This is an optimization exercise on Yosys and OpenROAD, whose aim is small area, a short achievable clock period and few clock cycles per item, not a production implementation. Only simulation tests tie the RTL to the original design; equivalence was not proved. Power is estimated from default activity; no workload was simulated.

Setup of run 1:
## battery_voltage_average_soc_lookup
module battery_voltage_average_soc_lookup #(
  parameter int unsigned TABLE_ENTRIES = 100
) (
  input  wire logic        clk_i,
  input  wire logic        rst_ni,
  input  wire logic        in_valid_i,
  output      logic        in_stall_o,
  input  wire logic        cmd_i,
  input  wire logic [22:0] sample_uv_i,
  input  wire logic [6:0]  entry_index_i,
  input  wire logic [15:0] entry_mv_i,
  output      logic        out_valid_o,
  input  wire logic        out_stall_i,
  output      logic [15:0] long_avg_mv_o,
  output      logic        long_done_o,
  output      logic [15:0] short_avg_mv_o,
  output      logic        short_done_o,
  output      logic [10:0] soc_x16_o,
  output      logic        init_seen_o,
  input  wire logic        cfg_valid_i,
  output      logic        cfg_ready_o,
  input  wire logic [1:0]  cfg_index_i,
  input  wire logic [3:0]  cfg_data_i
);
export LEC_CHECK = 0
export ABC_AREA = 1
export CAP_MARGIN = 20
export CORE_MARGIN = 2
export CORE_UTILIZATION = 40
export CTS_CLUSTER_DIAMETER = 110
export CTS_CLUSTER_SIZE = 22
export PLACE_DENSITY = 0.45
export SETUP_SLACK_MARGIN = 5
export SLEW_MARGIN = 20
export TNS_END_PERCENT = 30
create_clock -name core_clock -period 8.0 [get_ports {clk_i}]
run.sh (not shown) runs the stock make flow with config.mk's settings and CLKGATE_MAP_FILE= SYNTH_SCRIPT=/design/flow/synth_recipe.tcl, a recipe that flattens the netlist after the stock synthesis.
The flow did not stop early for run 1: all stages ran, and the layout cleared the timing, DRC and antenna checks.
Testbench counts of run 1, summed over its fixed seeds: cycles 9,384, items 9,216.
[inputs] run 2 vs run 1
Settings: swapping 5 for 4.8 in SETUP_SLACK_MARGIN; swapping 30 for 10 in TNS_END_PERCENT.
--- outcome ---
Run 2 vs run 1 — global routing met2 resource utilization rose 2.0 points. Run 2 vs. run 1: cell count went down by 1.6%. Compared run 2 vs run 1, and number of optimization iterations in the first detailed-route pass is up in run 2. Diff run 1 -> run 2: sum of internal, switching and leakage power fell 2.8 mW; count of multi-input combinational gates roughly the same.
Here is what was changed in the inputs of run 3 compared with run 2.
Settings: clearing TNS_END_PERCENT, which used to be 10; swapping 4.8 for 5 in SETUP_SLACK_MARGIN.
### Flow results
- Run 3: done, clean on timing, DRC and antenna
- Sort run 2 and run 3 by layout overhead on the synthesized area asc -> top: run 2
- Run 2 and run 3 ended up with nearly the same largest buffer count on any clock path.
- Critical path depth (lower): run 2
- Average vias per placed instance: run 2 vs run 3, no meaningful difference
- Against run 2, clock period minus worst slack in run 3 came out better.
- Global-route usage delta for run 3 relative to run 2: 0.54 points higher
- Summary: with run 2 as the reference, cell area after layout in run 3 moved up by a few percent.
- The higher first-pass GRT wire length came out of run 3.
- Area taken by flip-flops and latches delta (run 3 -> run 2): insignificant
- Compared with run 2, run 3 shows a higher worst setup slack.

* * *

Another version of the RTL of battery_voltage_average_soc_lookup (not shown whole).
Size in the first run: about 110 I/O pins.
// battery_voltage_average_soc_lookup
module battery_voltage_average_soc_lookup #(
  parameter int unsigned TABLE_ENTRIES = 100
) (
  input  wire logic        clk_i,
  input  wire logic        rst_ni,
  input  wire logic        in_valid_i,
  output      logic        in_stall_o,
  input  wire logic        cmd_i,
  input  wire logic [22:0] sample_uv_i,
  input  wire logic [6:0]  entry_index_i,
  input  wire logic [15:0] entry_mv_i,
  output      logic        out_valid_o,
  input  wire logic        out_stall_i,
  output      logic [15:0] long_avg_mv_o,
  output      logic        long_done_o,
  output      logic [15:0] short_avg_mv_o,
  output      logic        short_done_o,
  output      logic [10:0] soc_x16_o,
  output      logic        init_seen_o,
  input  wire logic        cfg_valid_i,
  output      logic        cfg_ready_o,
  input  wire logic [1:0]  cfg_index_i,
  input  wire logic [3:0]  cfg_data_i
);
==> flow/config.mk <==
export PLATFORM = sky130hd
export DESIGN_NAME = battery_voltage_average_soc_lookup
export DESIGN_NICKNAME = battery_voltage_average_soc_lookup
export VERILOG_FILES = /design/flow/design.v
export SDC_FILE = /design/flow/constraint.sdc
export NUM_CORES = 4
export LEC_CHECK = 0
export ABC_AREA = 1
export CAP_MARGIN = 20
export CORE_MARGIN = 2
export CORE_UTILIZATION = 40
export CTS_CLUSTER_DIAMETER = 110
export CTS_CLUSTER_SIZE = 22
export PLACE_DENSITY = 0.45
export SETUP_SLACK_MARGIN = 4.6
export SLEW_MARGIN = 20
==> flow/constraint.sdc <==
create_clock -name core_clock -period 8.0 [get_ports {clk_i}]
set_input_delay 1.6000 -clock core_clock [delete_from_list [all_inputs] [get_ports {clk_i}]]
set_output_delay 1.6000 -clock core_clock [all_outputs]
set_load 0.01 [all_outputs]
Testbench counts at the start, summed over its fixed seeds: cycles 9,384, items 9,216.
==> next run, changes <==
Settings changed: SETUP_SLACK_MARGIN 4.6 to 5.
Effect: The changed run ran to the end with no violations. Final cell count rose by 1.4%. Routed wire length rose by 1.9%. Final area rose by 3.2%. Die area stays the same. Non-clock buffer count rose by 160. Clock-buffer cell count fell by 3. Register-to-register slack improves by 0.05 ns. Global-route usage rose by 0.73 points. Hold slack improves by 0.0092 ns. Sequential share of layout area fell by 1.8 points. Clock skew stays flat.

## what the ideal ports hide
The flow's constraints put no driver on any port. The routed layouts listed below were extracted and timed again, unchanged, in two steps. Step 1, drivers: a clkbuf_16 drives clk_i and a buf_2 each remaining input, both assumed. Step 2 times the ports against the registers' clock, not the clock port: input delays grow and output delays shrink by t, the midpoint of the rising clock arrivals with the driver on. a / b / c = no drivers / after step 1 / after step 2; a / b = the first two.
run | t (ns) | setup slack, ns | hold slack, ns | worst register clock-pin slew, ns
run 1 | 0.869 | 4.828 / 4.745 / 4.168 | 0.430 / 0.430 / 0.430 | 0.11 / 0.11
run 2 | 0.867 | 4.592 / 4.498 / 3.994 | 0.422 / 0.422 / 0.422 | 0.11 / 0.11
run 3 | 0.865 | 4.945 / 4.900 / 4.261 | 0.428 / 0.428 / 0.428 | 0.10 / 0.10
the first run of note 2 | 0.857 | 4.531 / 4.531 / 3.945 | 0.417 / 0.417 / 0.417 | 0.11 / 0.11
the second run of note 2 | 0.865 | 4.581 / 4.581 / 4.212 | 0.426 / 0.426 / 0.426 | 0.12 / 0.12
After both steps every run listed still meets setup and hold. The setup slack of run 3, which loses most, moves by -0.045 ns with the drivers and by -0.684 ns with both steps.
